Context: an optimization exercise on an open-source flow, tuned for small area, a short achievable clock period and few clock cycles per item. The choices shown serve that exercise and are no tape-out recipe.
The RTL was checked by simulation tests, not by an equivalence proof against the original design.
Power is estimated from default activity; no workload was simulated.

[design/flow/design.v]
package pfdd_pkg;
    localparam int DATA_WIDTH = 16;
    localparam int ERR_W      = DATA_WIDTH + 1;
    localparam int DIFF_W     = DATA_WIDTH + 2;
    localparam int GAIN_W     = 16;
    localparam int LIM_W      = 15;
    localparam int FRAC_BITS  = 8;
    localparam int MUL_A_W    = GAIN_W + 2;
    localparam int MUL_B_W    = 36;
    localparam int PROD_W     = MUL_A_W + MUL_B_W;
    localparam int INTEG_W    = LIM_W + FRAC_BITS + 2;
    localparam int ISUM_W     = 35;
    localparam int ACC_W      = 36;
    localparam int FILT_W     = 32;
    localparam int RES_W      = ACC_W - FRAC_BITS;
    localparam int CFG_ADDR_W = 3;
    localparam int CFG_DATA_W = 16;
    localparam int STEP_W     = 4;
    typedef logic [CFG_ADDR_W-1:0] t_cfg_addr;
    localparam t_cfg_addr CFG_GAIN_P     = 3'd0;
    localparam t_cfg_addr CFG_GAIN_I     = 3'd1;
    localparam t_cfg_addr CFG_GAIN_D     = 3'd2;
    localparam t_cfg_addr CFG_OUT_LIMIT  = 3'd3;
    localparam t_cfg_addr CFG_INT_LIMIT  = 3'd4;
    localparam t_cfg_addr CFG_DEADBAND   = 3'd5;
    localparam t_cfg_addr CFG_FILTER     = 3'd6;
    typedef logic [STEP_W-1:0] t_step;
    localparam t_step STEP_WAIT     = 4'd0;
    localparam t_step STEP_MUL_P    = 4'd1;
    localparam t_step STEP_MUL_I    = 4'd2;
    localparam t_step STEP_MUL_D    = 4'd3;
    localparam t_step STEP_MUL_NEW  = 4'd4;
    localparam t_step STEP_MUL_OLD  = 4'd5;
    localparam t_step STEP_FILTER   = 4'd6;
    localparam t_step STEP_SUM      = 4'd7;
    localparam t_step STEP_OUT      = 4'd8;
    typedef enum logic [2:0] {
        A_GP,
        A_GI,
        A_GD,
        A_COEF,
        A_COEFC
    } t_asel;
    typedef enum logic [1:0] {
        B_ERR,
        B_DIFF,
        B_PROD,
        B_FILT
    } t_bsel;
    typedef enum logic [1:0] {
        ACC_HOLD,
        ACC_LOAD_PROD,
        ACC_ADD_INTEG,
        ACC_ADD_FILT
    } t_accop;
    typedef enum logic [1:0] {
        J_NEXT,
        J_WAIT_IN,
        J_WAIT_OUT,
        J_HOME
    } t_jmp;
    typedef struct packed {
        t_asel  a_sel;
        t_bsel  b_sel;
        logic   mul_en;
        t_accop acc_op;
        logic   integ_en;
        logic   facc_en;
        logic   filt_en;
        t_jmp   jmp;
    } t_ucode;
endpackage
import pfdd_pkg::*;
module pid_filtered_derivative_deadband_top
(
    input  logic                     i_clk,
    input  logic                     i_rst_n,
    input  logic                     i_cfg_we,
    input  logic [CFG_ADDR_W-1:0]    i_cfg_addr,
    input  logic [CFG_DATA_W-1:0]    i_cfg_wdata,
    input  logic                     s_axis_tvalid,
    output logic                     s_axis_tready,
    input  logic [2*DATA_WIDTH-1:0]  s_axis_tdata,    
    input  logic                     s_axis_tuser,    
    output logic                     m_axis_tvalid,
    input  logic                     m_axis_tready,
    output logic [DATA_WIDTH-1:0]    m_axis_tdata,    
    output logic                     m_axis_tuser     
);
    logic [GAIN_W-1:0]          r_gain_p, r_gain_i, r_gain_d, r_coef;
    logic [LIM_W-1:0]           r_out_lim, r_int_lim, r_deadband;
    pfdd_pkg::t_step            r_step, n_step;
    pfdd_pkg::t_ucode           uc;
    logic signed [ERR_W-1:0]    r_err, r_last, err_in;
    logic signed [DIFF_W-1:0]   r_diff;
    logic                       r_clr;
    logic signed [PROD_W-1:0]   r_prod, r_facc;
    logic signed [INTEG_W-1:0]  r_integ;
    logic signed [ACC_W-1:0]    r_acc;
    logic signed [FILT_W-1:0]   r_filt;
    logic                       r_m_tvalid;
    logic [DATA_WIDTH-1:0]      r_drive;
    logic                       r_sat;
    logic                       in_acc, out_free;
    logic [MUL_A_W-2:0]         a_u;
    logic signed [MUL_A_W-1:0]  mul_a;
    logic signed [MUL_B_W-1:0]  mul_b;
    logic signed [ISUM_W-1:0]   isum, ilim;
    logic signed [PROD_W-1:0]   fsum;
    logic signed [PROD_W-17:0]  fsh;
    logic [ERR_W-1:0]           aerr;
    logic signed [RES_W-1:0]    res, olim;
    logic [DATA_WIDTH-1:0]      n_drive;
    logic                       n_sat;
    function automatic pfdd_pkg::t_ucode ucode_rom(input pfdd_pkg::t_step step);
        pfdd_pkg::t_ucode w;
        w.a_sel    = A_GP;
        w.b_sel    = B_ERR;
        w.mul_en   = 1'b0;
        w.acc_op   = ACC_HOLD;
        w.integ_en = 1'b0;
        w.facc_en  = 1'b0;
        w.filt_en  = 1'b0;
        w.jmp      = J_HOME;
        case (step)
            STEP_WAIT: begin
                w.jmp = J_WAIT_IN;
            end
            STEP_MUL_P: begin
                w.a_sel  = A_GP;
                w.b_sel  = B_ERR;
                w.mul_en = 1'b1;
                w.jmp    = J_NEXT;
            end
            STEP_MUL_I: begin
                w.a_sel  = A_GI;
                w.b_sel  = B_ERR;
                w.mul_en = 1'b1;
                w.acc_op = ACC_LOAD_PROD;
                w.jmp    = J_NEXT;
            end
            STEP_MUL_D: begin
                w.a_sel    = A_GD;
                w.b_sel    = B_DIFF;
                w.mul_en   = 1'b1;
                w.integ_en = 1'b1;
                w.jmp      = J_NEXT;
            end
            STEP_MUL_NEW: begin
                w.a_sel  = A_COEF;
                w.b_sel  = B_PROD;
                w.mul_en = 1'b1;
                w.acc_op = ACC_ADD_INTEG;
                w.jmp    = J_NEXT;
            end
            STEP_MUL_OLD: begin
                w.a_sel   = A_COEFC;
                w.b_sel   = B_FILT;
                w.mul_en  = 1'b1;
                w.facc_en = 1'b1;
                w.jmp     = J_NEXT;
            end
            STEP_FILTER: begin
                w.filt_en = 1'b1;
                w.jmp     = J_NEXT;
            end
            STEP_SUM: begin
                w.acc_op = ACC_ADD_FILT;
                w.jmp    = J_NEXT;
            end
            STEP_OUT: begin
                w.jmp = J_WAIT_OUT;
            end
            default: begin
                w.jmp = J_HOME;
            end
        endcase
        ucode_rom = w;
    endfunction
    assign uc            = ucode_rom(r_step);
    assign s_axis_tready = (r_step == STEP_WAIT);
    assign in_acc        = s_axis_tvalid && s_axis_tready;
    assign out_free      = !r_m_tvalid || m_axis_tready;
    assign m_axis_tvalid = r_m_tvalid;
    assign m_axis_tdata  = r_drive;
    assign m_axis_tuser  = r_sat;
    assign err_in = $signed({s_axis_tdata[DATA_WIDTH-1], s_axis_tdata[DATA_WIDTH-1:0]})
                  - $signed({s_axis_tdata[2*DATA_WIDTH-1],
                             s_axis_tdata[2*DATA_WIDTH-1:DATA_WIDTH]});
    always_ff @(posedge i_clk) begin
        if (!i_rst_n) begin
            r_gain_p   <= '0;
            r_gain_i   <= '0;
            r_gain_d   <= '0;
            r_out_lim  <= '1;
            r_int_lim  <= '1;
            r_deadband <= '0;
            r_coef     <= '1;
        end else if (i_cfg_we) begin
            case (i_cfg_addr)
                CFG_GAIN_P:    r_gain_p   <= i_cfg_wdata;
                CFG_GAIN_I:    r_gain_i   <= i_cfg_wdata;
                CFG_GAIN_D:    r_gain_d   <= i_cfg_wdata;
                CFG_OUT_LIMIT: r_out_lim  <= i_cfg_wdata[LIM_W-1:0];
                CFG_INT_LIMIT: r_int_lim  <= i_cfg_wdata[LIM_W-1:0];
                CFG_DEADBAND:  r_deadband <= i_cfg_wdata[LIM_W-1:0];
                CFG_FILTER:    r_coef     <= i_cfg_wdata;
                default: ;
            endcase
        end
    end
    always_comb begin
        n_step = r_step;
        case (uc.jmp)
            J_NEXT:     n_step = r_step + 1'b1;
            J_WAIT_IN: begin
                if (in_acc) begin
                    n_step = s_axis_tuser ? STEP_OUT : STEP_MUL_P;
                end
            end
            J_WAIT_OUT: begin
                if (out_free) begin
                    n_step = STEP_WAIT;
                end
            end
            J_HOME:     n_step = STEP_WAIT;
            default:    n_step = STEP_WAIT;
        endcase
    end
    always_ff @(posedge i_clk) begin
        if (!i_rst_n) begin
            r_step <= STEP_WAIT;
        end else begin
            r_step <= n_step;
        end
    end
    always_comb begin
        case (uc.a_sel)
            A_GP:    a_u = {1'b0, r_gain_p};
            A_GI:    a_u = {1'b0, r_gain_i};
            A_GD:    a_u = {1'b0, r_gain_d};
            A_COEF:  a_u = {1'b0, r_coef};
            A_COEFC: a_u = {1'b1, {GAIN_W{1'b0}}} - {1'b0, r_coef};
            default: a_u = '0;
        endcase
        mul_a = $signed({1'b0, a_u});
        case (uc.b_sel)
            B_ERR:   mul_b = MUL_B_W'(r_err);
            B_DIFF:  mul_b = MUL_B_W'(r_diff);
            B_PROD:  mul_b = r_prod[MUL_B_W-1:0];
            B_FILT:  mul_b = MUL_B_W'(r_filt);
            default: mul_b = '0;
        endcase
    end
    always_comb begin
        isum = ISUM_W'(r_integ) + r_prod[ISUM_W-1:0];
        ilim = $signed({{(ISUM_W-LIM_W-FRAC_BITS){1'b0}}, r_int_lim, {FRAC_BITS{1'b0}}});
        fsum = r_facc + r_prod;
        fsh  = fsum[PROD_W-1:16];
    end
    always_comb begin
        aerr    = r_err[ERR_W-1] ? ERR_W'(-r_err) : ERR_W'(r_err);
        olim    = $signed({{(RES_W-LIM_W){1'b0}}, r_out_lim});
        res     = (aerr < {{(ERR_W-LIM_W){1'b0}}, r_deadband}) ? '0 : r_acc[ACC_W-1:FRAC_BITS];
        n_sat   = 1'b0;
        n_drive = res[DATA_WIDTH-1:0];
        if (res > olim) begin
            n_drive = olim[DATA_WIDTH-1:0];
            n_sat   = 1'b1;
        end else if (res < -olim) begin
            n_drive = DATA_WIDTH'(-olim);
            n_sat   = 1'b1;
        end
        if (r_clr) begin
            n_drive = '0;
            n_sat   = 1'b0;
        end
    end
    always_ff @(posedge i_clk) begin
        if (!i_rst_n) begin
            r_last  <= '0;
            r_integ <= '0;
            r_filt  <= '0;
        end else begin
            if (in_acc && s_axis_tuser) begin
                r_last  <= '0;
                r_integ <= '0;
                r_filt  <= '0;
            end
            if (uc.integ_en) begin
                if (isum > ilim) begin
                    r_integ <= ilim[INTEG_W-1:0];
                end else if (isum < -ilim) begin
                    r_integ <= INTEG_W'(-ilim);
                end else begin
                    r_integ <= isum[INTEG_W-1:0];
                end
            end
            if (uc.filt_en) begin
                r_last <= r_err;
                if (fsh > $signed(38'sh007FFFFFFF)) begin
                    r_filt <= 32'sh7FFFFFFF;
                end else if (fsh < $signed(38'sh3F80000000)) begin
                    r_filt <= 32'sh80000000;
                end else begin
                    r_filt <= fsh[FILT_W-1:0];
                end
            end
        end
    end
    always_ff @(posedge i_clk) begin
        if (in_acc) begin
            r_err  <= err_in;
            r_diff <= DIFF_W'(err_in) - DIFF_W'(r_last);
            r_clr  <= s_axis_tuser;
        end
        if (uc.mul_en) begin
            r_prod <= mul_a * mul_b;
        end
        if (uc.facc_en) begin
            r_facc <= r_prod;
        end
        case (uc.acc_op)
            ACC_LOAD_PROD: r_acc <= r_prod[ACC_W-1:0];
            ACC_ADD_INTEG: r_acc <= r_acc + ACC_W'(r_integ);
            ACC_ADD_FILT:  r_acc <= r_acc + ACC_W'(r_filt);
            default: ;
        endcase
    end
    always_ff @(posedge i_clk) begin
        if (!i_rst_n) begin
            r_m_tvalid <= 1'b0;
        end else if (r_step == STEP_OUT && out_free) begin
            r_m_tvalid <= 1'b1;
        end else if (m_axis_tready) begin
            r_m_tvalid <= 1'b0;
        end
    end
    always_ff @(posedge i_clk) begin
        if (r_step == STEP_OUT && out_free) begin
            r_drive <= n_drive;
            r_sat   <= n_sat;
        end
    end
endmodule
[design/flow/run.sh]
#!/bin/bash
# synth_recipe.tcl (not shown) runs the flow's synth.tcl, then flattens the netlist and writes it again
# the make line also repeats each setting of config.mk as NAME=value (left out here)
make -C /OpenROAD-flow-scripts/flow DESIGN_CONFIG=/design/flow/config.mk WORK_HOME=/design/flow/orfs CLKGATE_MAP_FILE= SYNTH_SCRIPT=/design/flow/synth_recipe.tcl finish
[design/flow/config.mk]
export PLATFORM = sky130hd
export DESIGN_NAME = pid_filtered_derivative_deadband_top
export DESIGN_NICKNAME = pid_filtered_derivative_deadband_top
export VERILOG_FILES = /design/flow/design.v
export SDC_FILE = /design/flow/constraint.sdc
export NUM_CORES = 4
export LEC_CHECK = 0
export CAP_MARGIN = 20
export CORE_MARGIN = 2
export CORE_UTILIZATION = 40
export SLEW_MARGIN = 20
[design/flow/constraint.sdc]
create_clock -name core_clock -period 10.0 [get_ports {i_clk}]
set_input_delay 2.0000 -clock core_clock [delete_from_list [all_inputs] [get_ports {i_clk}]]
set_output_delay 2.0000 -clock core_clock [all_outputs]
set_load 0.01 [all_outputs]
==> flow_summary.toml <==
[power]
p_sw_share_pct = 41.3
power_frac_comb_pct = 43.4
p_leak_nw = 24.3
peakVddDrop_uv = 136
clockPowerShare_pct = 26.4
p_sw_mw = 2.97
sequentialPowerShare_pct = 30.2
power_density_nw_per_um2 = 136
cellInternalPower_mw = 4.22

[finish]
area_growth_pct = 8.78
final_cells = 7145
nNetsFinal = 6523
register_area_um2 = 9930
most-common-layout-cells = "inv_1 (842), nand2_1 (779), fa_1 (585)"
multiInputGateArea_um2 = 34700
layout_commonest_cell = "inv_1"
fillers = 11800
drive_gt1_share_pct = 5.33

[timing]
worst_slew_margin_rel_pct = 26.4
report.final.slew_viol_count = 0
final.setup.tns_ns = 0
finalCriticalPeriod_ns = 9.45
hold_violations = 0
max_freq_ghz = 0.106
finClkSkew_ns = 0.0926
setup_viol = 0
worst_pin_slew_ns = 1.10
fin_crit_sh_pct = 94.5
grt_setup_unrepaired = "no"

[routing]
routed_wl_mm = 148
dr_total_vias = 39100
drt.antenna.violating_nets = 0
wl_per_cell_um = 20.6
drt_iter0_drc = 3393
dr.pass1.iters = 6
vias_per_cell = 5.48
drc = 0

[clock_network]
cts_resized = 0
cts.sinks = 397
root_buffer = "clkbuf_16"
insertion_delay_ns = 0.65
cts_buffers = 49
clk_path_buf_depth = 3
clk_pin_slew_ns = 0.06
htree_levels = 2
post_cts_buffers = 0
cts_tree = "done"
hold_buffers = 0

[critical_path]
worst_path_max_delay_cell = "a22o_1"
arrival_ns = 9.76
path_buf_inv = 5
critical-path-top-delay-family = "adder cells"
critPathMaxStageDelay_ns = 0.78
required_ns = 10.31
crit_fanout = 19
worst_path_most_repeated_cell = "fa_1"
worst_setup_path_start_kind = "register"
critPathKind = "register to register"
end_kind = "register"

[logic_synthesis]
synthesis.area_um2 = 48600
synth_area_leaders = "fa_1 (24%), edfxtp_1 (12%), ha_1 (10%)"
yosysUniqueCellTypes = 88
ys_seq_area_share_pct = 20.4
synthCells = 5539
avgSynthCellArea_um2 = 8.77
synthesis.nets = 6570
synth-async-reset-ratio_pct = 0
yosysTopAreaCell = "fa_1"
synth_seq_cells = 397
ys.flop_type = "dfxtp_1"
synth_edf_count = 197
synth_top_area_share_pct = 24.1
yosysWarnings = 1

[floorplan]
ioPinCount = 76
die_w_um = 353
die-area_um2 = 124000
initial_utilization_pct = 40.4
row_count = 127
die_h_um = 353
core_um2 = 120000

[placed_design]
gp_congestion = 0.937
port_buffers = 75
dp_hpwl_mm = 118
dp_cells = 7052

[global_route]
antenna_found_initial = 8
grt_max_degree = 83
grt_util_all_layers_pct = 23.8
grt_pass1_vias = 39900
grt_overflow_total = 0
grt_pass1_wl_mm = 233

[run]
drv_cap = 0

[run_status]
status = "timing/DRC/antenna clean"

[worst_hold_path]
holdCritPathClass = "register to register"
## stage by stage
stage / hold WS (ns) / setup slack [ns] / instance area, um2 / utilization (%) / power, mW
5_1_grt: 0.443 / 0.0404 / 52800 / 43.9 / 7.66
4_1_cts: 0.425 / 0.551 / 52800 / 43.9 / 7.21
3_5_place_dp: 0.449 / 0.660 / 51100 / 42.5 / 5.29
2_1_floorplan: 0.433 / 0.705 / 48600 / - / 4.28
3_3_place_gp: 0.452 / 0.763 / 51100 / 42.5 / 5.25
6_report: 0.420 / 0.555 / 52900 / 43.9 / 7.19
## cell type report
class / count / share of cell area (%)
multi-input combinational: 4053 / 65.6
tap: 1612 / 3.82
sequential: 397 / 18.8
inverter: 843 / 5.99
timing repair buffer: 148 / 2.49
antenna: 1 / 0.00473
clock buffer: 67 / 2.76
clock inverter: 24 / 0.559
## synthesized netlist by cell type, drive strengths merged (9+ instances only)
| cell | instances |
|---|---|
| inv | 842 |
| nand2 | 779 |
| fa | 585 |
| ha | 389 |
| nor2 | 384 |
| a21oi | 240 |
| clkbuf | 213 |
| dfxtp | 200 |
| edfxtp | 197 |
| o21ai | 175 |
| xnor2 | 171 |
| a21o | 124 |
| nor2b | 115 |
| nand3 | 98 |
| nor3 | 80 |
| a21boi | 77 |
| mux2 | 68 |
| and2 | 63 |
| o211ai | 60 |
| nand2b | 58 |
| o21a | 47 |
| xor2 | 42 |
| a221o | 40 |
| a22oi | 40 |
| mux2i | 36 |
| o21bai | 34 |
| and3 | 33 |
| buf | 33 |
| nand4 | 30 |
| a31oi | 23 |
| o31ai | 23 |
| or3 | 21 |
| nor4 | 19 |
| o41ai | 18 |
| a211oi | 17 |
| mux4 | 14 |
| a22o | 13 |
| a41oi | 10 |
| or4 | 10 |
| and4 | 9 |
## state kept, by name (all words and copies together) (netlist names), 17 cells and up
name and cells:
r_last 17, r_filt 32, r_acc 36, r_err 17, r_facc 54, r_integ 25, r_prod 54, r_diff 18
## per-layer routing
metal	wire [um]	share of wire (%)	GRT usage, %	vias up
li1	-	-	-	18200
met1	66400	45	33.3	19300
met2	65000	44	37.2	1315
met3	11700	7.9	4.78	256
met4	4280	2.9	6.48	16
met5	128	0.087	0	-
## kinds of logic (layout without fill, tap and decap cells)
family	count (synthesis)	after routing	share of synthesized area, %
xor gates and xnor gates	213	213	3.84
muxes	118	118	2.97
other	0	1	0
buffers and inverters	1089	1082	8.46
DFF	397	397	20.4
AOI/OAI and AO/OA	1023	1023	14.2
and+or+nand+nor	1725	1725	16.0
adders and majority gates	974	974	34.1
## power groups by stage
stage / Sequential, mW / Combinational, mW / Clock, mW
after global placement: 2.20 / 3.05 / 0
after global routing: 2.19 / 3.47 / 2.00
final: 2.17 / 3.12 / 1.90
after detailed placement: 2.20 / 3.09 / 0
after CTS: 2.17 / 3.11 / 1.93
after floorplan: 2.10 / 2.17 / 0
## path summary, 6_finish.rpt
check	slack [ns]	end	startpoint	cells past startpoint
worst max register to register	0.55	r_prod[48]	r_coef[4]	28
worst max-delay path	0.55	r_prod[48]	r_coef[4]	28
worst min register to register	0.42	r_facc[48]	r_prod[48]	0
worst min-delay path	0.42	r_facc[48]	r_prod[48]	0
Testbench counts, summed over its fixed seeds: cycles 14,408, items 1,600.

-- port drivers added, routing unchanged --
In the flow no input, the clock included, has a driving cell. The finished layout below was timed again as built, in two steps.
Step 1: set_driving_cell puts a clkbuf_16 on i_clk and a buf_2 on each other input, an assumption about the parent block.
Step 2 moves the port delays by t, midway between the first and last clock arrival at a register: inputs arrive t later, outputs are due t later. That takes back most of the time a late clock gives input paths.
Three values: ideal ports, drivers, drivers and shift; two values: the first two.
t, ns: 0.684
setup slack, ns: 0.555 / 0.555 / 0.555
worst setup path after step 2: register to register
slew at the worst register clock pin (ns): 0.06 / 0.06
cell pins on the clock port's net: 1
After both steps setup and hold are still met in this run. For this run, drivers alone change the setup slack by 0.000 ns; drivers and shift together by 0.000 ns.
